Context: an optimization exercise on an open-source flow, tuned for small area and a short achievable clock period. The choices shown serve that exercise and are no tape-out recipe.
Only simulation tests tie the RTL to the original design; equivalence was not proved.
Power is estimated from default activity; no workload was simulated.

==> run E: inputs <==
## tc_timer_bank
module tc_timer_bank #(
   parameter int               WIDTH      = 64,
   parameter int               CHANNELS   = 4,
   parameter int               PRESCALE_W = 8,
   parameter logic [WIDTH-1:0] START_TIME = '0,
   parameter int               CH_W       = (CHANNELS > 1) ? $clog2(CHANNELS) : 1
) (
   input  logic                  clk,
   input  logic                  rst,
   input  logic                  en,
   input  logic [PRESCALE_W-1:0] prescale,
   input  logic                  time_wr,
   output logic [WIDTH-1:0]      time_out,
   input  logic                  wr_en,
   input  logic [CH_W-1:0]       wr_ch,
   input  logic [1:0]            wr_addr,
   input  logic [WIDTH-1:0]      wr_data,
   input  logic [CH_W-1:0]       rd_ch,
   input  logic [1:0]            rd_addr,
   output logic [WIDTH-1:0]      rd_data,
   output logic [CHANNELS-1:0]   expire,
   output logic [CHANNELS-1:0]   irq
);
clock: 5.0 ns
lec_check: 0
cap_margin: 20
core_margin: 2
core_utilization: 60
cts_cluster_diameter: 100
cts_cluster_size: 20
setup_slack_margin: 2.3
slew_margin: 20
standard.sh (not shown) runs the stock make flow with config.mk's settings and CLKGATE_MAP_FILE= SYNTH_SCRIPT=/design/flow/synth_recipe.tcl, a recipe that flattens the netlist after the stock synthesis.
==> flow/flow/run.sh <==
#!/bin/bash
# Standard ORFS layout, with the I/O port buffers built from plain buf_2 cells
# (ORFS otherwise picks a slow delay buffer for them).
set -euo pipefail
export BUFFER_PORTS_ARGS="-buffer_cell sky130_fd_sc_hd__buf_2"
bash standard.sh "BUFFER_PORTS_ARGS=$BUFFER_PORTS_ARGS" finish > flow_make.log 2>&1
==> run K: changes against run E <==
==> flow/design.v (replaced) <==
module tc_timer_bank #(
   parameter int               WIDTH      = 64,
   parameter int               CHANNELS   = 4,
   parameter int               PRESCALE_W = 8,
   parameter logic [WIDTH-1:0] START_TIME = '0,
   parameter int               CH_W       = (CHANNELS > 1) ? $clog2(CHANNELS) : 1
) (
   input  logic                  clk,
   input  logic                  rst,
   input  logic                  en,
   input  logic [PRESCALE_W-1:0] prescale,
   input  logic                  time_wr,
   output logic [WIDTH-1:0]      time_out,
   input  logic                  wr_en,
   input  logic [CH_W-1:0]       wr_ch,
   input  logic [1:0]            wr_addr,
   input  logic [WIDTH-1:0]      wr_data,
   input  logic [CH_W-1:0]       rd_ch,
   input  logic [1:0]            rd_addr,
   output logic [WIDTH-1:0]      rd_data,
   output logic [CHANNELS-1:0]   expire,
   output logic [CHANNELS-1:0]   irq
);
   localparam logic [1:0] A_CTRL   = 2'd0;
   localparam logic [1:0] A_RELOAD = 2'd1;
   localparam logic [1:0] A_COUNT  = 2'd2;
   localparam logic [1:0] A_STATUS = 2'd3;
   localparam int         NB       = WIDTH / 8;    
   function automatic logic [NB-1:0] byte_is(input logic [WIDTH-1:0] v, input logic [7:0] b);
      for (int k = 0; k < NB; k++) byte_is[k] = (v[8*k +: 8] == b);
   endfunction
   function automatic logic [NB-1:0] start_ones();
      for (int k = 0; k < NB; k++) start_ones[k] = (START_TIME[8*k +: 8] == 8'hff);
   endfunction
   logic [PRESCALE_W-1:0] pre_q, pre_d;
   logic [WIDTH-1:0]      tbase_q, tbase_d;
   logic [NB-1:0]         tones_q, tones_d;    
   logic                  tick;
   logic [CHANNELS-1:0]   run_q, run_d;
   logic [CHANNELS-1:0]   per_q, per_d;
   logic [CHANNELS-1:0]   irq_q, irq_d;
   logic [CHANNELS-1:0]   exp_q, exp_d;
   logic [CHANNELS-1:0]   rval_q, rval_d;    
   logic [CHANNELS-1:0]   cval_q, cval_d;    
   logic [WIDTH-1:0]      reload_q [CHANNELS];
   logic [WIDTH-1:0]      reload_d [CHANNELS];
   logic                  reload_we [CHANNELS];
   logic [WIDTH-1:0]      count_q  [CHANNELS];
   logic [WIDTH-1:0]      count_d  [CHANNELS];
   logic [NB-1:0]         czero_q  [CHANNELS];   
   logic [NB-1:0]         czero_d  [CHANNELS];
   logic [WIDTH-1:0]      rd_q, rd_d;
   always_ff @(posedge clk or posedge rst) begin
      if (rst) begin
         pre_q   <= '0;
         tbase_q <= START_TIME;
         tones_q <= start_ones();
         run_q   <= '0;
         per_q   <= '0;
         irq_q   <= '0;
         exp_q   <= '0;
         rval_q  <= '0;
         cval_q  <= '0;
         rd_q    <= '0;
      end else begin
         pre_q   <= pre_d;
         tbase_q <= tbase_d;
         tones_q <= tones_d;
         run_q   <= run_d;
         per_q   <= per_d;
         irq_q   <= irq_d;
         exp_q   <= exp_d;
         rval_q  <= rval_d;
         cval_q  <= cval_d;
         rd_q    <= rd_d;
      end
   end
   always_ff @(posedge clk) begin
      for (int c = 0; c < CHANNELS; c++) begin
         if (reload_we[c]) reload_q[c] <= wr_data;
         count_q[c] <= count_d[c];
         czero_q[c] <= czero_d[c];
      end
   end
   always_comb begin
      logic [WIDTH-1:0] inc;
      logic [NB-1:0]    tfe;
      tick  = en && (pre_q >= prescale);
      pre_d = pre_q;
      if (en) pre_d = tick ? '0 : pre_q + PRESCALE_W'(1);
      tfe = byte_is(tbase_q, 8'hfe);
      for (int i = 0; i < WIDTH; i++) begin
         logic cy;
         cy = 1'b1;
         for (int k = 0; k < i / 8; k++) cy = cy & tones_q[k];
         for (int j = 8 * (i / 8); j < i; j++) cy = cy & tbase_q[j];
         inc[i] = tbase_q[i] ^ cy;
      end
      if (time_wr) begin
         tbase_d = wr_data;
         tones_d = byte_is(wr_data, 8'hff);
      end else if (tick) begin
         tbase_d = inc;
         for (int k = 0; k < NB; k++) begin
            logic cy;
            cy = 1'b1;
            for (int m = 0; m < k; m++) cy = cy & tones_q[m];
            tones_d[k] = cy ? tfe[k] : tones_q[k];
         end
      end else begin
         tbase_d = tbase_q;
         tones_d = tones_q;
      end
   end
   always_comb begin
      logic [NB-1:0] wd_zero;
      wd_zero = byte_is(wr_data, 8'h00);
      for (int c = 0; c < CHANNELS; c++) begin
         logic sel, w_ctrl, w_rl, w_cnt, w_st, step, le1, ex, ld_rl;
         logic s_wd, s_rl, s_dec, s_hold, s_zero;
         logic [WIDTH-1:0] dec;
         logic [NB-1:0]    one, rl_zero, dec_zero;
         sel    = wr_en && (wr_ch == CH_W'(c));
         w_ctrl = sel && (wr_addr == A_CTRL);
         w_rl   = sel && (wr_addr == A_RELOAD);
         w_cnt  = sel && (wr_addr == A_COUNT);
         w_st   = sel && (wr_addr == A_STATUS);
         step   = tick && run_q[c] && !(sel && wr_addr != A_STATUS);
         le1    = (&czero_q[c][NB-1:1]) && !(|count_q[c][7:1]);
         ex     = step && le1;
         ld_rl  = (w_ctrl && !run_q[c] && wr_data[0]) || (ex && per_q[c]);
         exp_d[c]  = ex;
         irq_d[c]  = ex || (irq_q[c] && !(w_st && wr_data[0]));
         run_d[c]  = w_ctrl ? wr_data[0] : (run_q[c] && !(ex && !per_q[c]));
         per_d[c]  = w_ctrl ? wr_data[1] : per_q[c];
         rval_d[c] = rval_q[c] || w_rl;
         cval_d[c] = cval_q[c] || w_cnt || ld_rl;
         reload_we[c] = w_rl;
         s_wd   = w_cnt;
         s_rl   = !w_cnt && ld_rl && rval_q[c];
         s_zero = !w_cnt && ((ld_rl && !rval_q[c]) || (ex && !per_q[c]));
         s_dec  = step && !le1;
         s_hold = !w_cnt && !ld_rl && !step;
         for (int i = 0; i < WIDTH; i++) begin
            logic z;
            z = 1'b1;
            for (int k = 0; k < i / 8; k++) z = z & czero_q[c][k];
            for (int j = 8 * (i / 8); j < i; j++) z = z & !count_q[c][j];
            dec[i] = count_q[c][i] ^ z;
         end
         one = byte_is(count_q[c], 8'h01);
         for (int k = 0; k < NB; k++) begin
            logic z;
            z = 1'b1;
            for (int m = 0; m < k; m++) z = z & czero_q[c][m];
            dec_zero[k] = z ? one[k] : czero_q[c][k];
         end
         rl_zero = byte_is(reload_q[c], 8'h00);
         count_d[c] = ({WIDTH{s_wd}}   & wr_data)
                    | ({WIDTH{s_rl}}   & reload_q[c])
                    | ({WIDTH{s_dec}}  & dec)
                    | ({WIDTH{s_hold}} & count_q[c]);
         czero_d[c] = ({NB{s_wd}}   & wd_zero)
                    | ({NB{s_rl}}   & rl_zero)
                    | ({NB{s_zero}})
                    | ({NB{s_dec}}  & dec_zero)
                    | ({NB{s_hold}} & czero_q[c]);
      end
   end
   always_comb begin
      rd_d = '0;
      for (int c = 0; c < CHANNELS; c++) begin
         logic ch;
         ch = (rd_ch == CH_W'(c));
         rd_d = rd_d
              | ({WIDTH{ch && rd_addr == A_CTRL}}                & WIDTH'({per_q[c], run_q[c]}))
              | ({WIDTH{ch && rd_addr == A_RELOAD && rval_q[c]}} & reload_q[c])
              | ({WIDTH{ch && rd_addr == A_COUNT && cval_q[c]}}  & count_q[c])
              | ({WIDTH{ch && rd_addr == A_STATUS}}              & WIDTH'(irq_q[c]));
      end
   end
   assign time_out = tbase_q;
   assign rd_data  = rd_q;
   assign expire   = exp_q;
   assign irq      = irq_q;
endmodule
Settings changed: CORE_UTILIZATION 60 to 55, CTS_CLUSTER_DIAMETER 100 to default, CTS_CLUSTER_SIZE 20 to default, SETUP_SLACK_MARGIN 2.3 to 2.7.
==> run M: changes against run E <==
--- a/flow/design.v
+++ b/flow/design.v
@@ -46,16 +46,17 @@
    logic [CHANNELS-1:0]   reload_we;
    logic [WIDTH-1:0]      reload_q [CHANNELS];
    logic [WIDTH-1:0]      count_q  [CHANNELS];
    logic [WIDTH-1:0]      count_d  [CHANNELS];
    logic [WIDTH-1:0]      cdec     [CHANNELS];   
    logic [NB-1:0]         czero_q  [CHANNELS];   
    logic [NB-1:0]         czero_d  [CHANNELS];
    logic [NB-1:0]         cborrow  [CHANNELS];   
+   logic [CHANNELS-1:0]   cle1_q, cle1_d;            
    logic [WIDTH-1:0]      rd_q, rd_d;
    always_ff @(posedge clk or posedge rst) begin
       if (rst) begin
          pre_q   <= '0;
          tbase_q <= START_TIME;
          tones_q <= start_ones();
          run_q   <= '0;
          per_q   <= '0;
@@ -78,42 +79,43 @@
       end
    end
    always_ff @(posedge clk) begin
       for (int c = 0; c < CHANNELS; c++) begin
          if (reload_we[c]) reload_q[c] <= wr_data;
          count_q[c] <= count_d[c];
          czero_q[c] <= czero_d[c];
       end
+      cle1_q <= cle1_d;
    end
    for (genvar i = 0; i < PRESCALE_W; i++) begin : g_pre
       if (i == 0) begin : g_lsb
          assign pre_inc[i] = ~pre_q[i];
       end else begin : g_bit
          assign pre_inc[i] = pre_q[i] ^ (&pre_q[i-1:0]);
       end
    end
    localparam int PL = $clog2(PRESCALE_W) + 1;
-   logic [PRESCALE_W-1:0] cmp_gt [PL];
-   logic [PRESCALE_W-1:0] cmp_eq [PL];
-   assign cmp_gt[0] = pre_q & ~prescale;
-   assign cmp_eq[0] = ~(pre_q ^ prescale);
+   logic [PRESCALE_W-1:0] cmp_g [PL];
+   logic [PRESCALE_W-1:0] cmp_p [PL];
+   assign cmp_g[0] = ~pre_q & prescale;
+   assign cmp_p[0] = ~pre_q | prescale;
    for (genvar l = 1; l < PL; l++) begin : g_cmp
       for (genvar i = 0; i < PRESCALE_W; i++) begin : g_node
          if ((i % (1 << l)) == 0 && i + (1 << (l - 1)) < PRESCALE_W) begin : g_pair
-            assign cmp_gt[l][i] = cmp_gt[l-1][i + (1 << (l - 1))]
-                                | (cmp_eq[l-1][i + (1 << (l - 1))] & cmp_gt[l-1][i]);
-            assign cmp_eq[l][i] = cmp_eq[l-1][i + (1 << (l - 1))] & cmp_eq[l-1][i];
+            assign cmp_g[l][i] = cmp_g[l-1][i + (1 << (l - 1))]
+                               | (cmp_p[l-1][i + (1 << (l - 1))] & cmp_g[l-1][i]);
+            assign cmp_p[l][i] = cmp_p[l-1][i + (1 << (l - 1))] & cmp_p[l-1][i];
          end else begin : g_pass
-            assign cmp_gt[l][i] = cmp_gt[l-1][i];
-            assign cmp_eq[l][i] = cmp_eq[l-1][i];
-         end
-      end
-   end
-   assign pre_ge = cmp_gt[PL-1][0] | cmp_eq[PL-1][0];
+            assign cmp_g[l][i] = cmp_g[l-1][i];
+            assign cmp_p[l][i] = cmp_p[l-1][i];
+         end
+      end
+   end
+   assign pre_ge = ~cmp_g[PL-1][0];
    for (genvar k = 0; k < NB; k++) begin : g_tbyte
       if (k == 0) begin : g_first
          assign tcarry[k] = 1'b1;
       end else begin : g_next
          assign tcarry[k] = &tones_q[k-1:0];
       end
       for (genvar j = 0; j < 8; j++) begin : g_bit
          if (j == 0) begin : g_lsb
@@ -153,49 +155,56 @@
          tones_d = (tcarry & tfe) | (~tcarry & tones_q);
       end else begin
          tbase_d = tbase_q;
          tones_d = tones_q;
       end
    end
    always_comb begin
       logic [NB-1:0] wd_zero;
+      logic          wd_le1;
       wd_zero = byte_is(wr_data, 8'h00);
+      wd_le1  = (&wd_zero[NB-1:1]) && !(|wr_data[7:1]);
       for (int c = 0; c < CHANNELS; c++) begin
-         logic sel, w_ctrl, w_rl, w_cnt, w_st, step, le1, ex, ld_rl;
+         logic sel, w_ctrl, w_rl, w_cnt, w_st, start, act, le1, ex;
          logic s_wd, s_rl, s_dec, s_hold, s_zero;
          logic [NB-1:0] one, rl_zero, dec_zero;
          sel    = wr_en && (wr_ch == CH_W'(c));
          w_ctrl = sel && (wr_addr == A_CTRL);
          w_rl   = sel && (wr_addr == A_RELOAD);
          w_cnt  = sel && (wr_addr == A_COUNT);
          w_st   = sel && (wr_addr == A_STATUS);
-         step   = tick && run_q[c] && !(sel && wr_addr != A_STATUS);
-         le1    = (&czero_q[c][NB-1:1]) && !(|count_q[c][7:1]);
-         ex     = step && le1;
-         ld_rl  = (w_ctrl && !run_q[c] && wr_data[0]) || (ex && per_q[c]);
+         start  = w_ctrl && !run_q[c] && wr_data[0];
+         act    = run_q[c] && !(sel && wr_addr != A_STATUS);
+         le1    = cle1_q[c];
+         ex     = tick && (act && le1);
          exp_d[c]  = ex;
          irq_d[c]  = ex || (irq_q[c] && !(w_st && wr_data[0]));
-         run_d[c]  = w_ctrl ? wr_data[0] : (run_q[c] && !(ex && !per_q[c]));
+         run_d[c]  = w_ctrl ? wr_data[0] : (run_q[c] && !(tick && (act && le1 && !per_q[c])));
          per_d[c]  = w_ctrl ? wr_data[1] : per_q[c];
          rval_d[c] = rval_q[c] || w_rl;
-         cval_d[c] = cval_q[c] || w_cnt || ld_rl;
+         cval_d[c] = cval_q[c] || w_cnt || start || (tick && (act && le1 && per_q[c]));
          reload_we[c] = w_rl;
          s_wd   = w_cnt;
-         s_rl   = !w_cnt && ld_rl && rval_q[c];
-         s_zero = !w_cnt && ((ld_rl && !rval_q[c]) || (ex && !per_q[c]));
-         s_dec  = step && !le1;
-         s_hold = !w_cnt && !ld_rl && !step;
+         s_rl   = (start && rval_q[c]) || (tick && (act && le1 && per_q[c] && rval_q[c]));
+         s_zero = (start && !rval_q[c]) || (tick && (act && le1 && !(per_q[c] && rval_q[c])));
+         s_dec  = tick && (act && !le1);
+         s_hold = !w_cnt && !start && !(tick && act);
          one      = byte_is(count_q[c], 8'h01);
          dec_zero = (cborrow[c] & one) | (~cborrow[c] & czero_q[c]);
          rl_zero  = byte_is(reload_q[c], 8'h00);
          count_d[c] = ({WIDTH{s_wd}}   & wr_data)
                     | ({WIDTH{s_rl}}   & reload_q[c])
                     | ({WIDTH{s_dec}}  & cdec[c])
                     | ({WIDTH{s_hold}} & count_q[c]);
+         cle1_d[c]  = (s_wd   && wd_le1)
+                   || (s_rl   && (&rl_zero[NB-1:1]) && !(|reload_q[c][7:1]))
+                   ||  s_zero
+                   || (s_dec  && (&czero_q[c][NB-1:1]) && count_q[c][7:0] == 8'd2)
+                   || (s_hold && cle1_q[c]);
          czero_d[c] = ({NB{s_wd}}   & wd_zero)
                     | ({NB{s_rl}}   & rl_zero)
                     | ({NB{s_zero}})
                     | ({NB{s_dec}}  & dec_zero)
                     | ({NB{s_hold}} & czero_q[c]);
       end
    end
    always_comb begin
==> flow/flow/run.sh (replaced) <==
#!/bin/bash
# Standard ORFS layout, with:
# - the I/O port buffers built from plain buf_2 cells (ORFS otherwise picks a
#   slow delay buffer for them);
# - clock tree sinks clustered 20 at a time within 100 um, without dummy loads.
set -euo pipefail
bash standard.sh \
   "BUFFER_PORTS_ARGS=-buffer_cell sky130_fd_sc_hd__buf_2" \
   "CTS_ARGS=-sink_clustering_enable -repair_clock_nets -sink_clustering_size 20 -sink_clustering_max_diameter 100 -dont_use_dummy_load" \
   finish > flow_make.log 2>&1
Settings changed: CORE_UTILIZATION 60 to 50, CTS_CLUSTER_DIAMETER 100 to default, CTS_CLUSTER_SIZE 20 to default.
==> notes <==
Against run E, the setup slack of run K is lower by 0.018 ns.
First-iteration DRC count: run K < run E < run M.
In run M the clock power is lower than in run K, by about 45%.
In final cell count, run K and run M hardly differ.
Register-to-register slack: run M > run E > run K.
Run M finished clean. Run E finished clean. Run K completed without violations.
In run K the power is larger than in run M, by about 11%.
Between run K and run M, the lower combinational power is in run M (gap about 1%, measured against run M).
The lowest synthesized cell count belongs to run E, the highest to run M.

re-timing with driven ports:
In the flow no input, the clock included, has a driving cell. The finished layouts below were timed again as built, in two steps.
Step 1 (the two cells are an assumption about what drives the block):
set clk [get_ports {clk}]
set_driving_cell -lib_cell sky130_fd_sc_hd__clkbuf_16 $clk
set_driving_cell -lib_cell sky130_fd_sc_hd__buf_2 [delete_from_list [all_inputs] $clk]
Step 2 adds t to the input delays and takes it off the output delays; t is the mean of the earliest and latest rising clock arrival at the registers after step 1. Input paths then give back, and output paths get back, about the clock's delay inside the block.
Slacks: no drivers / after step 1 / after step 2; pairs: no drivers / after step 1.
| run | t, ns | setup slack, ns | clock arrival spread, ns |
|---|---|---|---|
| run E | 0.673 | 2.041 / 2.045 / 1.372 | 0.027 / 0.028 |
| run K | 0.703 | 2.022 / 2.038 / 1.335 | 0.029 / 0.028 |
| run M | 0.697 | 2.258 / 2.295 / 1.598 | 0.046 / 0.046 |
After both steps every run listed still meets setup and hold. For run K, which loses most, drivers alone change the setup slack by +0.016 ns; drivers and shift together by -0.687 ns.
